This is an optimization exercise on Yosys and OpenROAD, whose aim is small area, not a production implementation.
Function was checked by simulation only, so behaviour that the tests miss may differ from the original.

--- flow/flow/run.sh ---
#!/bin/bash
# Own layout flow: the standard flow (standard.sh, unchanged synthesis,
# floorplan, power grid and tap cells), with two changes to how the layout
# is made:
#  - every input and output port still gets a buffer, but a buf_1 instead of
#    the default clkdlybuf4s50_1 delay cell;
#  - clock tree synthesis inserts no dummy loads.
# make's full output goes to flow.log in the folder this runs in; the ORFS
# tools' own logs stay under orfs/logs/.
set -euo pipefail
bash standard.sh \
    "BUFFER_PORTS_ARGS=-buffer_cell sky130_fd_sc_hd__buf_1" \
    "CTS_ARGS=-sink_clustering_enable -repair_clock_nets -dont_use_dummy_load" \
    finish > flow.log 2>&1
--- flow/standard.sh ---
#!/bin/bash
# synth_recipe.tcl (not shown) runs the flow's synth.tcl, then flattens the netlist and writes it again
# the make line also repeats each setting of config.mk as NAME=value (left out here)
make -C /OpenROAD-flow-scripts/flow DESIGN_CONFIG=/design/flow/config.mk WORK_HOME=/design/flow/orfs CLKGATE_MAP_FILE= SYNTH_SCRIPT=/design/flow/synth_recipe.tcl "${@:-finish}"
--- flow/config.mk ---
export PLATFORM = sky130hd
export DESIGN_NAME = stage_scoreboard
export DESIGN_NICKNAME = stage_scoreboard
export VERILOG_FILES = /design/flow/design.v
export SDC_FILE = /design/flow/constraint.sdc
export NUM_CORES = 4
export LEC_CHECK = 0
export CAP_MARGIN = 20
export CORE_MARGIN = 2
export CORE_UTILIZATION = 55
export SLEW_MARGIN = 30
export SYNTH_HIERARCHICAL = 1
--- flow/constraint.sdc ---
create_clock -name core_clock -period 8.0 [get_ports {clk}]
set_input_delay 1.6000 -clock core_clock [delete_from_list [all_inputs] [get_ports {clk}]]
set_output_delay 1.6000 -clock core_clock [all_outputs]
set_load 0.01 [all_outputs]
--- flow/design.v ---
module stage_scoreboard #(
    parameter int NUM_CH   = 8,
    parameter int WIDTH    = 64,
    parameter int DEPTH    = 4,
    parameter int HLT_SKEW = 16,
    parameter int TIMEOUT  = 3000
) (
    input  logic                    clk,
    input  logic                    rst_n,
    input  logic [NUM_CH-1:0]       dut_valid,
    input  logic [NUM_CH*WIDTH-1:0] dut_data,
    input  logic [NUM_CH-1:0]       ref_valid,
    input  logic [NUM_CH*WIDTH-1:0] ref_data,
    input  logic                    dut_hlt,
    input  logic                    ref_hlt,
    output logic [NUM_CH-1:0]       mismatch,
    output logic [15:0]             err_count,
    output logic                    first_err_valid,
    output logic [3:0]              first_err_ch,
    output logic [WIDTH-1:0]        first_err_dut,
    output logic [WIDTH-1:0]        first_err_ref,
    output logic [NUM_CH-1:0]       overflow,
    output logic                    hlt_mismatch,
    output logic                    done,
    output logic                    timeout
);
    localparam int AW = $clog2(DEPTH);
    localparam int CW = AW + 1;
    localparam int TW = $clog2(TIMEOUT + 1);
    localparam int SW = $clog2(HLT_SKEW + 1);
    logic [WIDTH-1:0]  mem      [NUM_CH][DEPTH];
    logic [AW-1:0]     rp       [NUM_CH];
    logic [CW-1:0]     lcnt     [NUM_CH];    
    logic [NUM_CH-1:0] side;                 
    logic [NUM_CH-1:0] pend;                 
    logic [NUM_CH-1:0] pdiff;                
    logic [AW-1:0]     rp_nx    [NUM_CH];
    logic [AW-1:0]     wp       [NUM_CH];
    logic [CW-1:0]     lcnt_nx  [NUM_CH];
    logic [WIDTH-1:0]  wdata    [NUM_CH];
    logic [WIDTH-1:0]  pl       [NUM_CH];    
    logic [WIDTH-1:0]  pg       [NUM_CH];    
    logic [WIDTH-1:0]  px       [NUM_CH];    
    logic [DEPTH:0]    hsel     [NUM_CH];
    logic [NUM_CH-1:0] below;
    logic [NUM_CH-1:0] onehot;
    logic [NUM_CH-1:0] we;
    logic [NUM_CH-1:0] side_nx;
    logic [NUM_CH-1:0] pend_nx;
    logic [NUM_CH-1:0] pdiff_nx;
    logic [NUM_CH-1:0] drop;
    logic [WIDTH-1:0]  st_l;                 
    logic [WIDTH-1:0]  st_g;                 
    logic [WIDTH-1:0]  sel_l;
    logic [WIDTH-1:0]  sel_g;
    logic              low_side;
    logic [4:0]        diff_pc;
    logic [3:0]        low_ch;
    logic [16:0]       err_sum;
    logic              all_empty_nx;
    logic              hs_d;
    logic              hs_r;
    logic              hs_d_nx;
    logic              hs_r_nx;
    logic              done_nx;
    logic [SW-1:0]     skew_cnt;
    logic [TW-1:0]     t_cnt;
    always_comb begin
        for (int i = 0; i < NUM_CH; i++) begin
            logic             lead_v, lag_v, full, lead_push, swap, byp;
            logic [CW-1:0]    rest, l1;
            lead_v    = side[i] ? ref_valid[i] : dut_valid[i];
            lag_v     = side[i] ? dut_valid[i] : ref_valid[i];
            rest      = lcnt[i] - CW'(pend[i]);
            full      = (rest == CW'(DEPTH));
            lead_push = lead_v && !full;
            drop[i]   = lead_v && full;
            l1        = rest + CW'(lead_push);
            swap      = lag_v && (l1 == '0);
            pend_nx[i] = lag_v && (l1 != '0);
            lcnt_nx[i] = swap ? CW'(1) : l1;
            side_nx[i] = side[i] ^ swap;
            we[i]      = lead_push || swap;
            wp[i]      = rp[i] + AW'(lcnt[i]);
            rp_nx[i]   = rp[i] + AW'(pend[i]);
            byp        = (rest == '0);
            for (int k = 0; k < DEPTH; k++) hsel[i][k] = !byp && (rp_nx[i] == AW'(k));
            hsel[i][DEPTH] = byp;
        end
    end
    for (genvar i = 0; i < NUM_CH; i++) begin : g_ch
        for (genvar b = 0; b < WIDTH; b++) begin : g_bit
            ssb_bit u_bit (
                .m0  (mem[i][0][b]),
                .m1  (mem[i][1][b]),
                .m2  (mem[i][2][b]),
                .m3  (mem[i][3][b]),
                .d   (dut_data[i*WIDTH+b]),
                .r   (ref_data[i*WIDTH+b]),
                .hs  (hsel[i]),
                .ws  (side_nx[i]),
                .gs  (side_nx[i]),
                .w   (wdata[i][b]),
                .l   (pl[i][b]),
                .g   (pg[i][b]),
                .x   (px[i][b])
            );
        end
    end
    always_comb begin
        for (int i = 0; i < NUM_CH; i++) pdiff_nx[i] = pend_nx[i] && (px[i] != '0);
    end
    always_comb begin
        below = '0;
        for (int i = 1; i < NUM_CH; i++) below[i] = below[i-1] | pdiff_nx[i-1];
        onehot = pdiff_nx & ~below;
    end
    for (genvar b = 0; b < WIDTH; b++) begin : g_sel
        logic [NUM_CH-1:0] lv, gv;
        for (genvar i = 0; i < NUM_CH; i++) begin : g_pack
            assign lv[i] = pl[i][b];
            assign gv[i] = pg[i][b];
        end
        ssb_sel8 u_sl (.v(lv), .s(onehot), .y(sel_l[b]));
        ssb_sel8 u_sg (.v(gv), .s(onehot), .y(sel_g[b]));
    end
    always_comb begin
        diff_pc      = '0;
        low_ch       = '0;
        low_side     = 1'b0;
        all_empty_nx = 1'b1;
        for (int i = NUM_CH - 1; i >= 0; i--) begin
            diff_pc = diff_pc + 5'(pdiff[i]);
            if (pdiff[i]) begin
                low_ch   = 4'(i);
                low_side = side[i];
            end
            if (lcnt_nx[i] != '0) all_empty_nx = 1'b0;
        end
        err_sum = {1'b0, err_count} + 17'(diff_pc);
        hs_d_nx = hs_d | dut_hlt;
        hs_r_nx = hs_r | ref_hlt;
        done_nx = done | (hs_d_nx & hs_r_nx & all_empty_nx);
    end
    always_ff @(posedge clk) begin
        for (int i = 0; i < NUM_CH; i++) begin
            for (int k = 0; k < DEPTH; k++) begin
                if (we[i] && (wp[i] == AW'(k))) mem[i][k] <= wdata[i];
            end
        end
        st_l <= sel_l;
        st_g <= sel_g;
    end
    always_ff @(posedge clk) begin
        if (!rst_n) begin
            for (int i = 0; i < NUM_CH; i++) begin
                rp[i]   <= '0;
                lcnt[i] <= '0;
            end
            side     <= '0;
            pend     <= '0;
            pdiff    <= '0;
            overflow <= '0;
        end else begin
            for (int i = 0; i < NUM_CH; i++) begin
                rp[i]   <= rp_nx[i];
                lcnt[i] <= lcnt_nx[i];
            end
            side     <= side_nx;
            pend     <= pend_nx;
            pdiff    <= pdiff_nx;
            overflow <= overflow | drop;
        end
    end
    always_ff @(posedge clk) begin
        if (!rst_n) begin
            mismatch        <= '0;
            err_count       <= '0;
            first_err_valid <= 1'b0;
            first_err_ch    <= '0;
            first_err_dut   <= '0;
            first_err_ref   <= '0;
        end else begin
            mismatch <= pdiff;
            if (err_sum[16]) err_count <= 16'hFFFF;
            else             err_count <= err_sum[15:0];
            if (!first_err_valid && (pdiff != '0)) begin
                first_err_valid <= 1'b1;
                first_err_ch    <= low_ch;
                first_err_dut   <= ~(low_side ? st_g : st_l);
                first_err_ref   <= ~(low_side ? st_l : st_g);
            end
        end
    end
    always_ff @(posedge clk) begin
        if (!rst_n) begin
            hs_d         <= 1'b0;
            hs_r         <= 1'b0;
            skew_cnt     <= '0;
            hlt_mismatch <= 1'b0;
            done         <= 1'b0;
        end else begin
            hs_d <= hs_d_nx;
            hs_r <= hs_r_nx;
            done <= done_nx;
            if ((hs_d ^ hs_r) && (skew_cnt != SW'(HLT_SKEW))) begin
                skew_cnt <= skew_cnt + SW'(1);
                if (skew_cnt == SW'(HLT_SKEW - 1)) begin
                    hlt_mismatch <= 1'b1;
                end
            end
        end
    end
    always_ff @(posedge clk) begin
        if (!rst_n) begin
            t_cnt   <= '0;
            timeout <= 1'b0;
        end else if (t_cnt != TW'(TIMEOUT)) begin
            t_cnt <= t_cnt + TW'(1);
            if ((t_cnt == TW'(TIMEOUT - 1)) && !done_nx) begin
                timeout <= 1'b1;
            end
        end
    end
endmodule
module ssb_bit (
    input  logic       m0,
    input  logic       m1,
    input  logic       m2,
    input  logic       m3,
    input  logic       d,
    input  logic       r,
    input  logic [4:0] hs,
    input  logic       ws,
    input  logic       gs,
    output logic       w,
    output logic       l,
    output logic       g,
    output logic       x
);
    ssb_mux2i u_w (.a(d), .b(r), .s(ws), .y(w));
    ssb_mux2i u_g (.a(r), .b(d), .s(gs), .y(g));
    ssb_ao5   u_l (.v({w, m3, m2, m1, m0}), .s(hs), .y(l));
    assign x = l ^ g;
endmodule
module ssb_mux2i (
    input  logic a,
    input  logic b,
    input  logic s,
    output logic y
);
    assign y = !(s ? b : a);
endmodule
module ssb_ao5 (
    input  logic [4:0] v,
    input  logic [4:0] s,
    output logic       y
);
    assign y = |(v & s);
endmodule
module ssb_sel8 (
    input  logic [7:0] v,
    input  logic [7:0] s,
    output logic       y
);
    assign y = |(v & s);
endmodule
==> results_dict.tcl, run 1 <==
set metrics [dict create \
    outcome "failed layout checks" \
    violations "capacitance limit, slew limit, setup timing" \
    synth_edf_count 2048 \
    antenna_found_initial 112 \
    fp.coreArea_um2 194800 \
    setup_violations 9 \
    syn2layout_area_growth_pct 20.76 \
    grt_start_max_net_pins 129 \
    cts_buffers 239 \
    setup_slack_ns -0.05791 \
    syn_nets 8774 \
    syn-cell-area_um2 107700 \
    vias_per_cell 7.351 \
    required_ns 8.79 \
    ys_seq_area_share_pct 64.15 \
    clk_path_buf_depth 3 \
    ys_ff_latch 2426 \
    drc 0 \
    grt_pass1_vias 85600 \
    cts_hold_buf 0 \
    gp_congestion 1.108 \
    worst_skew_pair.late_latency_ns 0.93 \
    cts_root_buf "clkbuf_16" \
    crit_fanout 34 \
    fin_worst_skew_ns 0.08425 \
    drtAntennaViolNets 0 \
    gr-total-overflow 0 \
    synth_top_area_share_pct 57.12 \
    slew_viol_final 5 \
    grt_pass1_wl_mm 710.2 \
    wl_per_cell_um 43.02 \
    cp-start-kind "input pin" \
    drive_gt1_share_pct 12.98 \
    period_share_pct 100.7 \
    clk_pin_slew_worst_paths_ns 0.06 \
    die_w_um 446.4 \
    synth_cell_types 59 \
    fmax_ghz 0.1241 \
    synth.most_common_cell "edfxtp_1" \
    io_pins 1212 \
    endpoint_kind "flop" \
    clock_sinks 2426 \
    cap_violations 1 \
    io_buffers 1210 \
    yosys-top-cells-area "edfxtp_1 (57%), mux2i_1 (9.7%), a22oi_1 (7.1%)" \
    nFillCells 14110 \
    hpwl_mm 409.9 \
    die_y_um 446.4 \
    arrival_ns 8.85 \
    firstDrtPassIters 15 \
    hold_violations 0 \
    syn_area_per_cell_um2 14.04 \
    vias 92380 \
    first_iter_violations 17020 \
    rr_worst_depth 29 \
    hp-class "flop to flop" \
    nNetsFinal 10950 \
    place_area_um2 123300 \
    synth_top_area_cell "edfxtp_1" \
    yosys_most_used_dff "edfxtp_1" \
    h-tree-depth 4 \
    die_area_um2 199300 \
    min_path_cells 2 \
    start_util_pct 55.27 \
    finish.instance_area_um2 130000 \
    wirelength_mm 540.6 \
    min_period_ns 8.058 \
    postSynthCellCount 7668 \
    fin_util_pct 66.75 \
    relSlewSlack_pct -34.63 \
    ys_async_sr_fraction_pct 0 \
    tightest_slew_ns 2.015 \
    yosysWarningCount 25 \
    rows 162 \
    path_class "input pin to flop" \
    synthTopCellsByCount "edfxtp_1 (2048), mux2i_1 (1039), a22oi_1 (1024)" \
    tritoncts "done" \
    track_usage_pct 52.65 \
]
==> modules after synthesis, one instance, submodules excluded <==
module,area [um2],flip-flops and latches,cells,times used
ssb_sel8,36.28,0,5,128
ssb_ao5,21.27,0,3,512
ssb_bit,8.758,0,1,512
stage_scoreboard,77400,2426,3956,1
ssb_mux2i,10.01,0,1,1024
==> final timing paths <==
| kind | start | slack (ns) | to |
|---|---|---|---|
| min reg2reg | first_err_ref[3] | 0.45 | first_err_ref[3] |
| min | first_err_ref[3] | 0.45 | first_err_ref[3] |
| max reg2reg | lcnt[3][0] | -0.02 | st_l[43] |
| max | dut_valid[3] | -0.06 | st_l[43] |
==> through the flow <==
step / cells / setup slack, ns / TNS, ns / hold WS (ns)
after floorplan: 7668 / -11.11 / -1466.76 / 0.4621
after global placement: 12220 / -0.9073 / -92.46 / 0.4388
after detailed placement: 12220 / -1.004 / -107.61 / 0.4464
after CTS: 12460 / 0.02446 / 0 / 0.4538
after global routing: 12520 / -0.1097 / -0.7479 / 0.4679
final: 12570 / -0.05791 / -0.2336 / 0.4528
==> area by class of cell <==
class                   count  area, um2  area share (%)
inverters                  54      210.2          0.1617
flip-flops and latches   2426      69070           53.12
multi-input cells        5102      39390           30.29
diodes                     96      240.2          0.1848
clock buffers             239       5981           4.600
well taps                2624       3283           2.525
repair buffers           2025      11850           9.115
==> layout by cell type (no fill, tap or decap), types with 88 or more instances in the layout <==
master	count
xor2_1	535
a21oi_1	154
nand2_1	915
a22oi_1	1024
nor2_1	88
edfxtp_1	2048
dfxtp_1	377
a222oi_1	512
nand4_1	167
mux2i_1	977
diode_2	96
buf_1	1206
clkbuf_16	239
buf_4	723
nand3_1	136
nor4_1	132
==> registers in the layout, indices dropped and copies added (netlist names), 3 cells and up <==
register and count:
pend 8, err_count 16, mem 2048, mismatch 8
pdiff 8, first_err_dut 64, st_l 64, st_g 64
first_err_ref 64, rp 16, side 8, t_cnt 12
lcnt 24, skew_cnt 5, first_err_ch 3, overflow 8
==> worst max-delay path: stages <==
cell,delay (ns)
buf_1,0.18
mux2i_1,0.20
a31oi_1,0.32
ha_2,0.24
ha_2,0.29
nor3_4,0.39
a21oi_2,0.13
a31oi_4,0.23
buf_12,0.28
buf_4,0.33
mux2i_1,0.21
a222oi_1,0.36
nand2_1,0.24
xor2_1,0.20
nor4_1,0.51
nand4_1,0.28
buf_4,0.24
nor4_2,0.25
buf_4,0.21
nor3_1,0.12
or4_4,0.55
nor4b_4,0.39
buf_4,0.20
buf_12,0.22
buf_12,0.23
a22oi_1,0.20
nand4_1,0.12
==> per-layer routing <==
metal,wire [um],vias up,GRT usage (%)
met4,78520,48,60.44
met3,69320,2649,16.21
li1,-,35990,-
met1,160500,44910,56.42
met5,325,-,0.6838
met2,232000,8780,77.85
==> kinds of logic (layout without fill, tap and decap cells) <==
| logic type | count (synthesis) | after routing | synth area share (%) |
|---|---|---|---|
| compound gates | 1751 | 1753 | 12.99 |
| xor+xnor | 592 | 592 | 4.837 |
| fa+ha+maj | 62 | 62 | 0.7554 |
| buf+inv | 142 | 2318 | 0.5299 |
| flops | 2426 | 2426 | 64.15 |
| mux | 1043 | 1043 | 9.706 |
| other cells | 1 | 97 | 0.003483 |
| simple gates | 1651 | 1651 | 7.032 |
==> timing repair <==
action	4_1_cts	5_1_grt
buffers inserted	0	2
endpoints found under the hold margin	0	0
pin swaps	0	4
resized for setup	3	45
gates cloned	0	2
setup endpoints to repair	128	128
==> run 2, diff against run 1 <==
--- a/flow/design.v
+++ b/flow/design.v
@@ -48,2 +48,4 @@
     logic [NUM_CH-1:0] side_nx;
+    logic [NUM_CH-1:0] wsel;
+    logic [NUM_CH-1:0] gsel;
     logic [NUM_CH-1:0] pend_nx;
@@ -69,19 +71,30 @@
         for (int i = 0; i < NUM_CH; i++) begin
-            logic             lead_v, lag_v, full, lead_push, swap, byp;
-            logic [CW-1:0]    rest, l1;
-            lead_v    = side[i] ? ref_valid[i] : dut_valid[i];
-            lag_v     = side[i] ? dut_valid[i] : ref_valid[i];
+            logic             dv, rv, byp, lead_v, lag_v, full, push;
+            logic [CW-1:0]    rest;
+            dv        = dut_valid[i];
+            rv        = ref_valid[i];
+            byp       = pend[i] ? (lcnt[i] == CW'(1)) : (lcnt[i] == '0);
             rest      = lcnt[i] - CW'(pend[i]);
-            full      = (rest == CW'(DEPTH));
-            lead_push = lead_v && !full;
-            drop[i]   = lead_v && full;
-            l1        = rest + CW'(lead_push);
-            swap      = lag_v && (l1 == '0);
-            pend_nx[i] = lag_v && (l1 != '0);
-            lcnt_nx[i] = swap ? CW'(1) : l1;
-            side_nx[i] = side[i] ^ swap;
-            we[i]      = lead_push || swap;
+            full      = !pend[i] && (lcnt[i] == CW'(DEPTH));
+            lead_v    = side[i] ? rv : dv;
+            lag_v     = side[i] ? dv : rv;
+            if (byp) begin
+                push       = dv || rv;
+                drop[i]    = 1'b0;
+                pend_nx[i] = dv && rv;
+                side_nx[i] = dv ? 1'b0 : (rv ? 1'b1 : side[i]);
+                wsel[i]    = !dv;
+                gsel[i]    = 1'b0;
+            end else begin
+                push       = lead_v && !full;
+                drop[i]    = lead_v && full;
+                pend_nx[i] = lag_v;
+                side_nx[i] = side[i];
+                wsel[i]    = side[i];
+                gsel[i]    = side[i];
+            end
+            lcnt_nx[i] = rest + CW'(push);
+            we[i]      = push;
             wp[i]      = rp[i] + AW'(lcnt[i]);
             rp_nx[i]   = rp[i] + AW'(pend[i]);
-            byp        = (rest == '0);
             for (int k = 0; k < DEPTH; k++) hsel[i][k] = !byp && (rp_nx[i] == AW'(k));
@@ -100,4 +113,4 @@
                 .hs  (hsel[i]),
-                .ws  (side_nx[i]),
-                .gs  (side_nx[i]),
+                .ws  (wsel[i]),
+                .gs  (gsel[i]),
                 .w   (wdata[i][b]),
--- a/flow/flow/run.sh
+++ b/flow/flow/run.sh
@@ -6,3 +6,4 @@
 #    the default clkdlybuf4s50_1 delay cell;
-#  - clock tree synthesis inserts no dummy loads.
+#  - clock tree synthesis inserts no dummy loads and clusters up to 26
+#    flip-flops (within 90 um) under each leaf buffer.
 # make's full output goes to flow.log in the folder this runs in; the ORFS
@@ -12,3 +13,3 @@
     "BUFFER_PORTS_ARGS=-buffer_cell sky130_fd_sc_hd__buf_1" \
-    "CTS_ARGS=-sink_clustering_enable -repair_clock_nets -dont_use_dummy_load" \
+    "CTS_ARGS=-sink_clustering_enable -repair_clock_nets -dont_use_dummy_load -sink_clustering_size 26 -sink_clustering_max_diameter 90" \
     finish > flow.log 2>&1
==> run 2 against run 1 <==
Now clean on timing, DRC and antenna. Global-route usage fell by 1.5 points. Hold slack improved by 0.017 ns. Die area rose by 0.82%. First-iteration DRC count up 4.7%. Critical path type is now flop to flop.
==> results_dict.tcl, run 2 <==
set metrics [dict create \
    outcome "no timing/DRC/antenna violations" \
    synth_top_area_share_pct 56.65 \
    gp_congestion 1.088 \
    mostFrequentLayoutCells "edfxtp_1 (2048), buf_1 (1205), a22oi_1 (1016)" \
    critPathLaunch "lcnt[1][0]" \
    place_area_um2 119900 \
    synthXorXnorAreaFrac_pct 4.822 \
    clk_pin_slew_worst_paths_ns 0.08 \
    crit_fanout 39 \
    first_iter_violations 17810 \
    synth_fa_ha_area_share_pct 0.7353 \
    endpoint_kind "flop" \
    largest_reg_flops 2048 \
    worst-path-buf-inv 3 \
    h-tree-depth 3 \
    drive_gt1_share_pct 7.550 \
    synth_mux_area_share_pct 9.543 \
    synth_compound_area_share_pct 13.21 \
    cpLargestDelayFamily "simple AND/OR/NAND/NOR gates" \
    rr_worst_depth 17 \
    clk_path_buf_depth 3 \
    wl_per_cell_um 43.98 \
    synth_edf_count 2048 \
    yosysWarningCount 25 \
    cp-start-kind "flop" \
    cp_num_cells 17 \
    path_class "flop to flop" \
    reg2reg_slack_ns 0.55 \
    cp_slowest_cell "nor2_4" \
    vias 90390 \
    nNetsFinal 10390 \
    period_share_pct 93.11 \
    syn-cell-area_um2 108600 \
    fp.coreArea_um2 196800 \
    slew_viol_final 0 \
    io_buffers 1210 \
    rows 163 \
    rsz0062_at_grt "false" \
    die_area_um2 201000 \
    slowest_delay_ns 0.76 \
    synthTopCellsByCount "edfxtp_1 (2048), mux2i_1 (1026), a22oi_1 (1024)" \
    ys_ff_latch 2426 \
    track_usage_pct 51.19 \
    yosys-top-cells-area "edfxtp_1 (57%), mux2i_1 (9.5%), a22oi_1 (7.1%)" \
    min_period_ns 7.449 \
    path_cells "xor2_1 > nor3_4 > nand2b_1 > nor2_4 > buf_4 > a22oi_1 > nand2_1 > xor2_1 > nor4_1 > nand4_1 > or4_1 > a222oi_1 > buf_4 > and4_4 > buf_4 > a22oi_1 > nand4_1" \
    cts_buffers 114 \
    hpwl_mm 390.3 \
    syn2layout_area_growth_pct 13.85 \
    yosys.area_share.simple_pct 7.350 \
    rr_startpoint "lcnt[1][0]" \
    finish.instance_area_um2 123600 \
    ys_seq_area_share_pct 63.62 \
    tightest_slew_ns 1.196 \
    postSynthCellCount 7728 \
    wirelength_mm 527.5 \
    die_w_um 448.3 \
    pre_cts_ws_ns 0.4785 \
    syn_nets 8828 \
    syn_area_per_cell_um2 14.05 \
    firstDrtPassIters 15 \
    hp-class "flop to flop" \
    grt_pass1_wl_mm 694.2 \
    synth_cell_types 69 \
    cpMostUsedCell "buf_4" \
    required_ns 8.74 \
    synth_top_area_cell "edfxtp_1" \
    gr-total-overflow 0 \
    cts_root_buf "clkbuf_16" \
    cts_hold_buf 0 \
    ys_async_sr_fraction_pct 0 \
    relSlewSlack_pct 17.98 \
    fmax_ghz 0.1343 \
    worstHoldStart "first_err_ch[0]" \
    worst_skew_pair.late_latency_ns 0.89 \
    cap_violations 0 \
    vias_per_cell 7.535 \
    yosys_most_used_dff "edfxtp_1" \
    grt_start_max_net_pins 144 \
    tritoncts "done" \
    crit-reg2reg-capture "st_l[55]" \
    setup_slack_ns 0.5514 \
    io_pins 1212 \
    post-cts-setup-buffers 0 \
    antenna_found_initial 106 \
    nFillCells 15430 \
    drc 0 \
    fin_worst_skew_ns 0.08967 \
    ctsResizeCount 0 \
    regMostFlops "mem" \
    synth_top_family_by_area "compound AO/OA/AOI/OAI gates" \
    final_common_cell "edfxtp_1" \
    die_y_um 448.3 \
    hold_violations 0 \
    setup_violations 0 \
    cp-endpoint "st_l[55]" \
    finalSetupTns_ns 0 \
    drtAntennaViolNets 0 \
    arrival_ns 8.19 \
    start_util_pct 55.16 \
    grt_pass1_vias 81110 \
    synth.most_common_cell "edfxtp_1" \
    clock_sinks 2426 \
]
==> run 2: cell types whose count changed in the layout (fill, tap and decap cells not counted), moves of 18 or more <==
cell / change
a21oi_1: -131
buf_12: -40
buf_4: -427
clkbuf_16: -125
clkbuf_4: +18
diode_2: -25
mux2i_1: -21
nand2_1: -367
nand3_1: +257
nor3_1: +110
o21ai_0: +112
==> run 2: worst min path at each step <==
stage               slack (ns)           endpoint  cells past startpoint
floorplan                 0.47          t_cnt[11]                      2
global placement          0.45        overflow[3]                      2
detailed placement        0.46    first_err_ch[0]                      2
CTS                       0.47    first_err_ch[0]                      2
global route              0.49  first_err_dut[49]                      2
finish                    0.47    first_err_ch[0]                      2
==> run 2: per-stage QoR <==
step / instances / util, % / hold slack (ns)
floorplan: 7728 / - / 0.4706
global placement: 11760 / 60.73 / 0.4540
detailed placement: 11770 / 60.94 / 0.4580
CTS: 11880 / 62.39 / 0.4678
global route: 11950 / 62.75 / 0.4923
finish: 12000 / 62.80 / 0.4694
==> run 2: layout make-up <==
type	count	area, um2	area share (%)
Multi-Input combinational cell	5101	39940	32.31
Timing Repair Buffer	1581	8019	6.488
Antenna cell	71	177.7	0.1437
Tap cell	2640	3303	2.672
Inverter	63	241.5	0.1954
Sequential cell	2426	69070	55.88
Clock buffer	114	2853	2.308
==> run 2: layer usage <==
layer  part of all wire (%)  routed length (um)  track usage, %
met1                     32              167100           59.38
met2                     42              219600           72.09
met3                     15               77540           19.94
met4                     12               62920           48.75
met5                  0.079                 416          0.7215
==> run 2: per-module statistics from Yosys (local to each module, per instance) <==
module            times used  flip-flops and latches
ssb_ao5                  512                       0
ssb_sel8                 128                       0
ssb_mux2i               1024                       0
ssb_bit                  512                       0
stage_scoreboard           1                    2426
==> run 2: cell families after synthesis <==
group | after synthesis
flip-flops | 2426
AO/OA/AOI/OAI | 1781
AND/OR/NAND/NOR | 1644
multiplexers | 1034
XOR/XNOR | 585
buffers and inverters | 201
adder cells (fa/ha/maj) | 56
other | 1
==> run 2: worst reg2reg max path: stages, from the launching register on <==
cell	delay, ns
dfxtp_1	0.50
xor2_1	0.37
nor3_4	0.19
nand2b_1	0.28
nor2_4	0.76
buf_4	0.52
a22oi_1	0.14
nand2_1	0.35
xor2_1	0.16
nor4_1	0.60
nand4_1	0.42
or4_1	0.70
a222oi_1	0.50
buf_4	0.23
and4_4	0.31
buf_4	0.49
a22oi_1	0.56
nand4_1	0.24
==> run 3, diff against run 2 <==
--- a/flow/config.mk
+++ b/flow/config.mk
@@ -9,3 +9,3 @@
 export CORE_MARGIN = 2
-export CORE_UTILIZATION = 55
+export CORE_UTILIZATION = 60
 export SLEW_MARGIN = 30
==> run 3 against run 2 <==
First-iteration DRC count is 13% higher. Routed wire length is 2.0% lower. Synthesized cell count stayed put. Clock-buffer cell count is 5 lower. Critical path depth is 1 higher. Sequential cell count stayed put.
==> results_dict.tcl, run 3 <==
set metrics [dict create \
    ctsResizeCount 0 \
    wirelength_mm 517.2 \
    drc 0 \
    hold_violations 0 \
    syn_area_per_cell_um2 14.05 \
    arrival_ns 8.44 \
    drtAntennaViolNets 0 \
    synth_cell_types 69 \
    fin_util_pct 68.19 \
    synth_top_area_share_pct 56.65 \
    cts_buffers 109 \
    ys_seq_area_share_pct 63.62 \
    clk_path_buf_depth 3 \
    cpMostUsedCell "buf_4" \
    vias_per_cell 7.808 \
    firstDrtPassIters 15 \
    gr-total-overflow 0 \
    tightest_slew_ns 1.217 \
    regMostFlops "mem" \
    final_common_cell "edfxtp_1" \
    cpLargestDelayFamily "simple AND/OR/NAND/NOR gates" \
    start_util_pct 60.19 \
    ys_async_sr_fraction_pct 0 \
    dp_cells 11510 \
    io_buffers 1210 \
    fin_worst_skew_ns 0.07160 \
    min_period_ns 7.671 \
    yosysWarningCount 25 \
    grt_pass1_wl_mm 691.2 \
    hpwl_mm 384.5 \
    fp.coreArea_um2 180400 \
    vias 91690 \
    grt_start_max_net_pins 174 \
    drive_gt1_share_pct 6.923 \
    worst-path-buf-inv 4 \
    path_cells "xor2_1 > o31ai_1 > a21boi_4 > buf_12 > buf_4 > mux2i_1 > a222oi_1 > nand2_1 > xor2_1 > nor4_1 > nand4_1 > or4_1 > a222oi_1 > buf_4 > and4_4 > buf_4 > a22oi_1 > nand4_1" \
    critPathLaunch "pend[1]" \
    cts_root_buf "clkbuf_16" \
    gp_congestion 1.103 \
    hp-class "flop to flop" \
    die_y_um 429.4 \
    postSynthCellCount 7728 \
    h-tree-depth 3 \
    syn2layout_area_growth_pct 13.28 \
    synth_edf_count 2048 \
    yosys-top-cells-area "edfxtp_1 (57%), mux2i_1 (9.5%), a22oi_1 (7.1%)" \
    slew_viol_final 0 \
    fin_cells 11740 \
    setup_slack_ns 0.3291 \
    outcome "no timing/DRC/antenna violations" \
    rows 156 \
    fmax_ghz 0.1304 \
    required_ns 8.76 \
    pre_cts_ws_ns 0.5137 \
    mostFrequentLayoutCells "edfxtp_1 (2048), buf_1 (1208), a22oi_1 (1012)" \
    worst_skew_pair.late_latency_ns 0.85 \
    die_area_um2 184400 \
    cp-start-kind "flop" \
    endpoint_kind "flop" \
    track_usage_pct 54.93 \
    io_pins 1212 \
    cp_slowest_cell "or4_1" \
    crit_fanout 37 \
    rsz0062_at_grt "false" \
    antenna_found_initial 136 \
    worstHoldStart "first_err_ch[0]" \
    cap_violations 0 \
    synth.most_common_cell "edfxtp_1" \
    path_class "flop to flop" \
    post-cts-setup-buffers 0 \
    period_share_pct 95.89 \
    relSlewSlack_pct 18.89 \
    syn_nets 8828 \
    synth_top_area_cell "edfxtp_1" \
    tritoncts "done" \
    grt_pass1_vias 81570 \
    first_iter_violations 20060 \
    clock_sinks 2426 \
    clk_pin_slew_worst_paths_ns 0.11 \
    cts_hold_buf 0 \
    wl_per_cell_um 44.04 \
    largest_reg_flops 2048 \
    synthTopCellsByCount "edfxtp_1 (2048), mux2i_1 (1026), a22oi_1 (1024)" \
    ys_ff_latch 2426 \
    slowest_delay_ns 0.82 \
    nNetsFinal 10380 \
    setup_violations 0 \
    syn-cell-area_um2 108600 \
    die_w_um 429.4 \
    rr_startpoint "pend[1]" \
    yosys_most_used_dff "edfxtp_1" \
]
## run 3: layout make-up
class	count	area, um2
antenna	100	250.2
fill	13310	57370
tap	2370	2965
clock buffer	109	2728
multi-input combinational	5101	39720
timing repair buffer	1574	8005
sequential	2426	69070
inverter	63	241.5
## run 3: layer usage
layer,up-vias,share of wire (%),track usage [%],routed length [um]
met5,-,0.11,0.4424,562
met4,64,12,53.74,63910
met3,2136,17,25.17,87300
met2,9519,40,72.75,205500
met1,44760,31,64.81,160000
li1,35210,-,-,-
## run 3: path summary, 6_finish.rpt
| kind | endpoint | slack (ns) | cells after the start |
|---|---|---|---|
| worst max register to register | st_l[18] | 0.33 | 18 |
| worst max-delay path | st_l[18] | 0.33 | 18 |
| worst min register to register | first_err_ch[0] | 0.48 | 2 |
| worst min-delay path | first_err_ch[0] | 0.48 | 2 |
## run 3: stage by stage
step | TNS, ns | cell area, um2 | hold WS [ns]
floorplan | -4582.66 | 108600 | 0.4706
global placement | 0 | 119100 | 0.4481
detailed placement | 0 | 119500 | 0.4568
CTS | 0 | 122300 | 0.4757
global route | 0 | 122800 | 0.4946
finish | 0 | 123000 | 0.4769
## run 3: cell families (layout without fill, tap and decap cells)
family | count (synthesis) | after routing | share of synthesized area, %
flip-flops | 2426 | 2426 | 63.62
AO/OA/AOI/OAI | 1781 | 1781 | 13.21
AND/OR/NAND/NOR | 1644 | 1644 | 7.350
multiplexers | 1034 | 1034 | 9.543
XOR/XNOR | 585 | 585 | 4.822
buffers and inverters | 201 | 1746 | 0.7157
adder cells (fa/ha/maj) | 56 | 56 | 0.7353
other | 1 | 101 | 0.003454
## run 3: modules after synthesis, one instance, submodules excluded
module / times used / area [um2]
ssb_bit: 512 / 8.758
ssb_mux2i: 1024 / 10.01
stage_scoreboard: 1 / 78290
ssb_sel8: 128 / 36.28
ssb_ao5: 512 / 21.27
## run 3: tightest hold or removal path: stages (launching register included)
cell	delay, ns
dfxtp_1	0.33
nand2_1	0.06
a21oi_1	0.05
==> run 4, diff against run 3 <==
--- a/flow/config.mk
+++ b/flow/config.mk
@@ -10,3 +10,3 @@
 export CORE_UTILIZATION = 60
-export SLEW_MARGIN = 30
+export SLEW_MARGIN = 25
 export SYNTH_HIERARCHICAL = 1
==> run 4 against run 3 <==
Global-route usage increased by 0.080 points. Synthesized area stayed put. Die area unchanged. Cell count is 0.19% lower. Critical path depth unchanged. Core utilization down 0.14 points. Final area decreased by 0.20%. Register-to-register slack worse by 0.02 ns. Largest cell class unchanged. Highest routed layer unchanged.
==> results_dict.tcl, run 4 <==
set metrics [dict create \
    outcome "no timing/DRC/antenna violations" \
    final_common_cell "edfxtp_1" \
    synthTopCellsByCount "edfxtp_1 (2048), mux2i_1 (1026), a22oi_1 (1024)" \
    crit-reg2reg-capture "st_l[6]" \
    mostFrequentLayoutCells "edfxtp_1 (2048), buf_1 (1208), a22oi_1 (1015)" \
    drc 0 \
    crit_fanout 37 \
    synth.most_common_cell "edfxtp_1" \
    hold_end "first_err_ch[0]" \
    cts_buffers 110 \
    wl_per_cell_um 44.20 \
    yosys_most_used_dff "edfxtp_1" \
    yosys-top-cells-area "edfxtp_1 (57%), mux2i_1 (9.5%), a22oi_1 (7.1%)" \
    finish.instance_area_um2 122700 \
    rr_startpoint "pend[1]" \
    syn-cell-area_um2 108600 \
    synth_mux_area_share_pct 9.543 \
    firstDrtPassIters 14 \
    place_area_um2 119300 \
    tightest_slew_ns 1.312 \
    clock_sinks 2426 \
    clk_pin_slew_worst_paths_ns 0.11 \
    syn_nets 8828 \
    hold_violations 0 \
    rsz0062_at_grt "false" \
    start_util_pct 60.19 \
    period_share_pct 96.09 \
    grt_pass1_vias 81580 \
    synth_fa_ha_area_share_pct 0.7353 \
    grt_pass1_wl_mm 692.2 \
    first_iter_violations 20320 \
    worst_skew_pair.late_latency_ns 0.87 \
    holdWs_ns 0.4627 \
    drtAntennaViolNets 0 \
    gp_congestion 1.103 \
    required_ns 8.78 \
    ys_seq_area_share_pct 63.62 \
    wirelength_mm 518.1 \
    vias_per_cell 7.793 \
    critPathLaunch "pend[1]" \
    cts_hold_buf 0 \
    nNetsFinal 10360 \
    min_period_ns 7.688 \
    synth_top_area_share_pct 56.65 \
    tritoncts "done" \
    track_usage_pct 55.01 \
    synth_cell_types 69 \
    synth_top_family_by_area "compound AO/OA/AOI/OAI gates" \
    rows 156 \
    path_class "flop to flop" \
    slew_viol_final 0 \
    setup_violations 0 \
    rr_worst_depth 18 \
    gr-total-overflow 0 \
    synth_top_area_cell "edfxtp_1" \
    drive_gt1_share_pct 6.665 \
    syn2layout_area_growth_pct 13.05 \
    die_w_um 429.4 \
    synth_compound_area_share_pct 13.21 \
    regMostFlops "mem" \
    ys_async_sr_fraction_pct 0 \
    postSynthCellCount 7728 \
    largest_reg_flops 2048 \
    cp-start-kind "flop" \
    synth_edf_count 2048 \
    hp-class "flop to flop" \
    fp.coreArea_um2 180400 \
    yosys.area_share.simple_pct 7.350 \
    worstHoldStart "first_err_ch[0]" \
    io_pins 1212 \
    ctsResizeCount 0 \
    post-cts-setup-buffers 0 \
    ys_ff_latch 2426 \
    min_path_cells 2 \
    relSlewSlack_pct 10.02 \
    syn_area_per_cell_um2 14.05 \
    io_buffers 1210 \
    fin_worst_skew_ns 0.07528 \
    antenna_found_initial 136 \
    fmax_ghz 0.1301 \
    die_area_um2 184400 \
    die_y_um 429.4 \
    vias 91350 \
    h-tree-depth 3 \
    cts_root_buf "clkbuf_16" \
    arrival_ns 8.47 \
    endpoint_kind "flop" \
    grt_start_max_net_pins 174 \
    cap_violations 0 \
    hpwl_mm 384.6 \
    clk_path_buf_depth 3 \
    yosysWarningCount 25 \
    reg2reg_slack_ns 0.31 \
    synthXorXnorAreaFrac_pct 4.822 \
]
-- run 4: cell families (layout without fill, tap and decap cells) --
| kind of cell | Yosys count | in the layout |
|---|---|---|
| flip-flops | 2426 | 2426 |
| AND/OR/NAND/NOR | 1644 | 1644 |
| other | 1 | 95 |
| AO/OA/AOI/OAI | 1781 | 1781 |
| XOR/XNOR | 585 | 585 |
| buffers and inverters | 201 | 1730 |
| adder cells (fa/ha/maj) | 56 | 56 |
| multiplexers | 1034 | 1034 |
-- run 4: critical path, cell delays in order, from the launching register on --
cell and delay (ns):
dfxtp_1 0.45, xor2_1 0.21, o31ai_1 0.74, a21boi_4 0.32, buf_12 0.34, buf_4 0.51
mux2i_1 0.25, a222oi_1 0.31, nand2_1 0.15, xor2_1 0.17, nor4_1 0.57, nand4_1 0.58
or4_1 0.82, a222oi_1 0.38, buf_4 0.22, and4_4 0.68, buf_4 0.42, a22oi_1 0.30
nand4_1 0.17
-- run 4: cell type report --
class | instances | area (um2)
Antenna cell | 94 | 235.2
Clock buffer | 110 | 2753
Fill cell | 13370 | 57620
Inverter | 63 | 241.5
Multi-Input combinational cell | 5101 | 39670
Sequential cell | 2426 | 69070
Tap cell | 2370 | 2965
Timing Repair Buffer | 1557 | 7802
-- run 4: metal layers --
metal	track usage, %	vias up	part of all wire (%)
met2	73.46	9378	40
met3	24.51	2200	17
met5	1.665	-	0.16
met1	65.20	44530	31
li1	-	35160	-
met4	52.68	70	13
-- run 4: worst max-delay path by stage --
stage,to,cells past startpoint,slack [ns]
finish,st_l[6],18,0.31
global route,st_l[18],18,0.55
CTS,st_l[6],18,0.92
detailed placement,st_l[6],17,0.48
global placement,st_l[18],17,0.49
floorplan,st_g[0],12,-11.03
-- run 4: modules after synthesis (local to each module, per instance) --
module            flip-flops and latches  copies in the design  cells inside
ssb_bit                                0                   512             1
ssb_ao5                                0                   512             3
ssb_mux2i                              0                  1024             1
ssb_sel8                               0                   128             5
stage_scoreboard                    2426                     1          4016
-- run 4: through the flow --
stage | instances | utilization [%] | setup WS [ns] | setup TNS [ns]
2_1_floorplan | 7728 | - | -11.03 | -4582.66
3_3_place_gp | 11480 | 66.05 | 0.4923 | 0
3_5_place_dp | 11490 | 66.15 | 0.4821 | 0
4_1_cts | 11600 | 67.68 | 0.9181 | 0
5_1_grt | 11670 | 67.98 | 0.5475 | 0
6_report | 11720 | 68.05 | 0.3125 | 0
==> run 5, diff against run 4 <==
--- a/flow/config.mk
+++ b/flow/config.mk
@@ -7,6 +7,6 @@
 export LEC_CHECK = 0
-export CAP_MARGIN = 20
+export CAP_MARGIN = 10
 export CORE_MARGIN = 2
-export CORE_UTILIZATION = 60
-export SLEW_MARGIN = 25
+export CORE_UTILIZATION = 55
+export SLEW_MARGIN = 15
 export SYNTH_HIERARCHICAL = 1
==> run 5 against run 4 <==
Now fails the layout checks on capacitance limit, slew limit. Cell count increased by 2.0%. Non-clock buffer count decreased by 13. Critical endpoint is now st_l[60]. Routed wire length increased by 1.3%. Die area increased by 9.0%.
==> results_dict.tcl, run 5 <==
set metrics [dict create \
    syn_nets 8828 \
    grt_pass1_wl_mm 691.7 \
    worst-path-buf-inv 3 \
    rr_startpoint "lcnt[1][0]" \
    die_area_um2 201000 \
    tightest_slew_ns 1.480 \
    cp-start-kind "flop" \
    grt_pass1_vias 81150 \
    drc 0 \
    crit_fanout 39 \
    nFillCells 15610 \
    setup_slack_ns 0.3216 \
    required_ns 8.75 \
    path_cells "xor2_1 > nor3_4 > nand2b_1 > nor2_4 > buf_4 > a22oi_1 > nand2_1 > xor2_1 > nor4_1 > nand4_1 > or4_1 > a222oi_1 > buf_4 > and4_4 > buf_4 > a22oi_1 > nand4_1" \
    gp_congestion 1.088 \
    ctsResizeCount 0 \
    grt.met3_usage_pct 19.89 \
    cts_buffers 112 \
    gr-total-overflow 0 \
    period_share_pct 95.98 \
    rows 163 \
    yosys-top-cells-area "edfxtp_1 (57%), mux2i_1 (9.5%), a22oi_1 (7.1%)" \
    path_class "flop to flop" \
    slowest_delay_ns 0.80 \
    met2_usage_pct 71.51 \
    worstHoldStart "first_err_ch[0]" \
    drtAntennaViolNets 0 \
    start_util_pct 55.16 \
    first_iter_violations 17600 \
    min_period_ns 7.678 \
    fp.coreArea_um2 196800 \
    cap_violations 2 \
    ys_async_sr_fraction_pct 0 \
    grt_start_max_net_pins 144 \
    firstDrtPassIters 14 \
    slew_viol_final 1 \
    fin_worst_skew_ns 0.07500 \
    yosys_most_used_dff "edfxtp_1" \
    seq_area_um2 69070 \
    yosysWarningCount 25 \
    synthTopCellsByCount "edfxtp_1 (2048), mux2i_1 (1026), a22oi_1 (1024)" \
    nNetsFinal 10350 \
    hpwl_mm 390.1 \
    mostFrequentLayoutCells "edfxtp_1 (2048), buf_1 (1209), a22oi_1 (1024)" \
    violations "capacitance limit, slew limit" \
    synth_top_area_share_pct 56.65 \
    cts_hold_buf 0 \
    tritoncts "done" \
    vias_per_cell 7.534 \
    vias 90060 \
    cpMostUsedCell "buf_4" \
    wl_per_cell_um 43.92 \
    critPathLaunch "lcnt[1][0]" \
    busiest_layer "met2" \
    syn-cell-area_um2 108600 \
    clk_pin_slew_worst_paths_ns 0.10 \
    synth_top_area_cell "edfxtp_1" \
    grt_use_met1_pct 58.97 \
    arrival_ns 8.43 \
    syn2layout_area_growth_pct 13.11 \
    fmax_ghz 0.1302 \
    largest_reg_flops 2048 \
    io_pins 1212 \
    setup_violations 0 \
    rsz0062_at_grt "false" \
    hold_violations 0 \
    outcome "failed layout checks" \
    syn_area_per_cell_um2 14.05 \
    antenna_found_initial 116 \
    postSynthCellCount 7728 \
    clk_path_buf_depth 3 \
    final_common_cell "edfxtp_1" \
    cpLargestDelayFamily "simple AND/OR/NAND/NOR gates" \
    ys_ff_latch 2426 \
    regMostFlops "mem" \
    die_w_um 448.3 \
    synth.most_common_cell "edfxtp_1" \
    hp-class "flop to flop" \
    multiInputGateArea_um2 39600 \
    cts_root_buf "clkbuf_16" \
    clock_sinks 2426 \
    post-cts-setup-buffers 0 \
    h-tree-depth 3 \
    synth_cell_types 69 \
    fin_cells 11950 \
    ys_seq_area_share_pct 63.62 \
    pre_cts_ws_ns 0.3125 \
    worst_skew_pair.late_latency_ns 0.86 \
    drive_gt1_share_pct 6.392 \
    relSlewSlack_pct -1.474 \
    endpoint_kind "flop" \
    die_y_um 448.3 \
    track_usage_pct 51.01 \
    synth_edf_count 2048 \
    dp_cells 11760 \
    io_buffers 1210 \
    wirelength_mm 525.0 \
    cp_slowest_cell "nor2_4" \
]
==> run 5: final timing paths <==
path	endpoint	slack (ns)	depth (start not counted)
setup / recovery	st_l[60]	0.32	17
hold / removal	first_err_ch[0]	0.46	2
setup reg to reg	st_l[60]	0.32	17
hold reg to reg	first_err_ch[0]	0.46	2
==> run 5: Yosys stat by module, one instance, submodules excluded <==
module	cells	flops+latches
stage_scoreboard	4016	2426
ssb_bit	1	0
ssb_ao5	3	0
ssb_mux2i	1	0
ssb_sel8	5	0
==> run 5: logic make-up after synthesis <==
group                      Yosys count  synth area share, %
DFF                               2426                63.62
AOI/OAI and AO/OA                 1781                13.21
and+or+nand+nor                   1644                7.350
muxes                             1034                9.543
xor gates and xnor gates           585                4.822
buffers and inverters              201               0.7157
adders and majority gates           56               0.7353
other                                1             0.003454
==> run 5: worst register-to-register path, cell delays in order (launching register included) <==
cell and delay (ns):
dfxtp_1 0.50, xor2_1 0.37, nor3_4 0.20, nand2b_1 0.28
nor2_4 0.80, buf_4 0.52, a22oi_1 0.14, nand2_1 0.35
xor2_1 0.15, nor4_1 0.57, nand4_1 0.40, or4_1 0.76
a222oi_1 0.58, buf_4 0.23, and4_4 0.32, buf_4 0.51
a22oi_1 0.62, nand4_1 0.27
==> run 5: per-stage QoR <==
step	hold slack, ns	util [%]	area (um2)	setup TNS [ns]
global route	0.4933	62.34	122700	0
CTS	0.4596	62.19	122400	0
floorplan	0.4706	-	108600	-4582.66
global placement	0.4540	60.73	119500	0
finish	0.4629	62.39	122800	0
detailed placement	0.4467	60.77	119600	0
==> run 5: routing by layer <==
layer  part of all wire [%]  vias up
met2                     42     8296
met1                     31    44500
li1                       -    35130
met5                   0.10        -
met4                     12       74
met3                     15     2061
==> run 5: area by class of cell <==
type	instances	area share (%)
flip-flops and latches	2426	56.25
well taps	2640	2.690
clock buffers	112	2.282
diodes	68	0.1386
repair buffers	1544	6.196
multi-input cells	5101	32.25
inverters	63	0.1967

separate check: timing with driven ports:
In the flow no input, the clock included, has a driving cell. The finished layouts below were timed again as built, in two steps.
Step 1: set_driving_cell puts a clkbuf_16 on clk and a buf_2 on each other input, an assumption about the parent block.
Step 2, shift: input delay + t, output delay - t, t = (earliest + latest rising clock arrival at the registers) / 2. This alone moves slack from input paths to output paths.
a / b / c = ideal ports / drivers / drivers and shift; a / b = the first two.
run	t (ns)	slack for setup (ns)	hold slack, ns	pins driven straight from the clock port
run 1	0.994	-0.058 / -0.021 / -1.003	0.453 / 0.453 / 0.453	1
run 2	0.928	0.551 / 0.551 / -0.008	0.469 / 0.469 / 0.469	1
run 3	0.915	0.329 / 0.329 / -0.128	0.477 / 0.477 / 0.477	1
run 4	0.933	0.312 / 0.312 / -0.130	0.463 / 0.463 / 0.463	1
run 5	0.932	0.322 / 0.322 / -0.306	0.463 / 0.463 / 0.463	1
The setup slack of run 1, which loses most, moves by +0.037 ns with the drivers and by -0.945 ns with both steps.
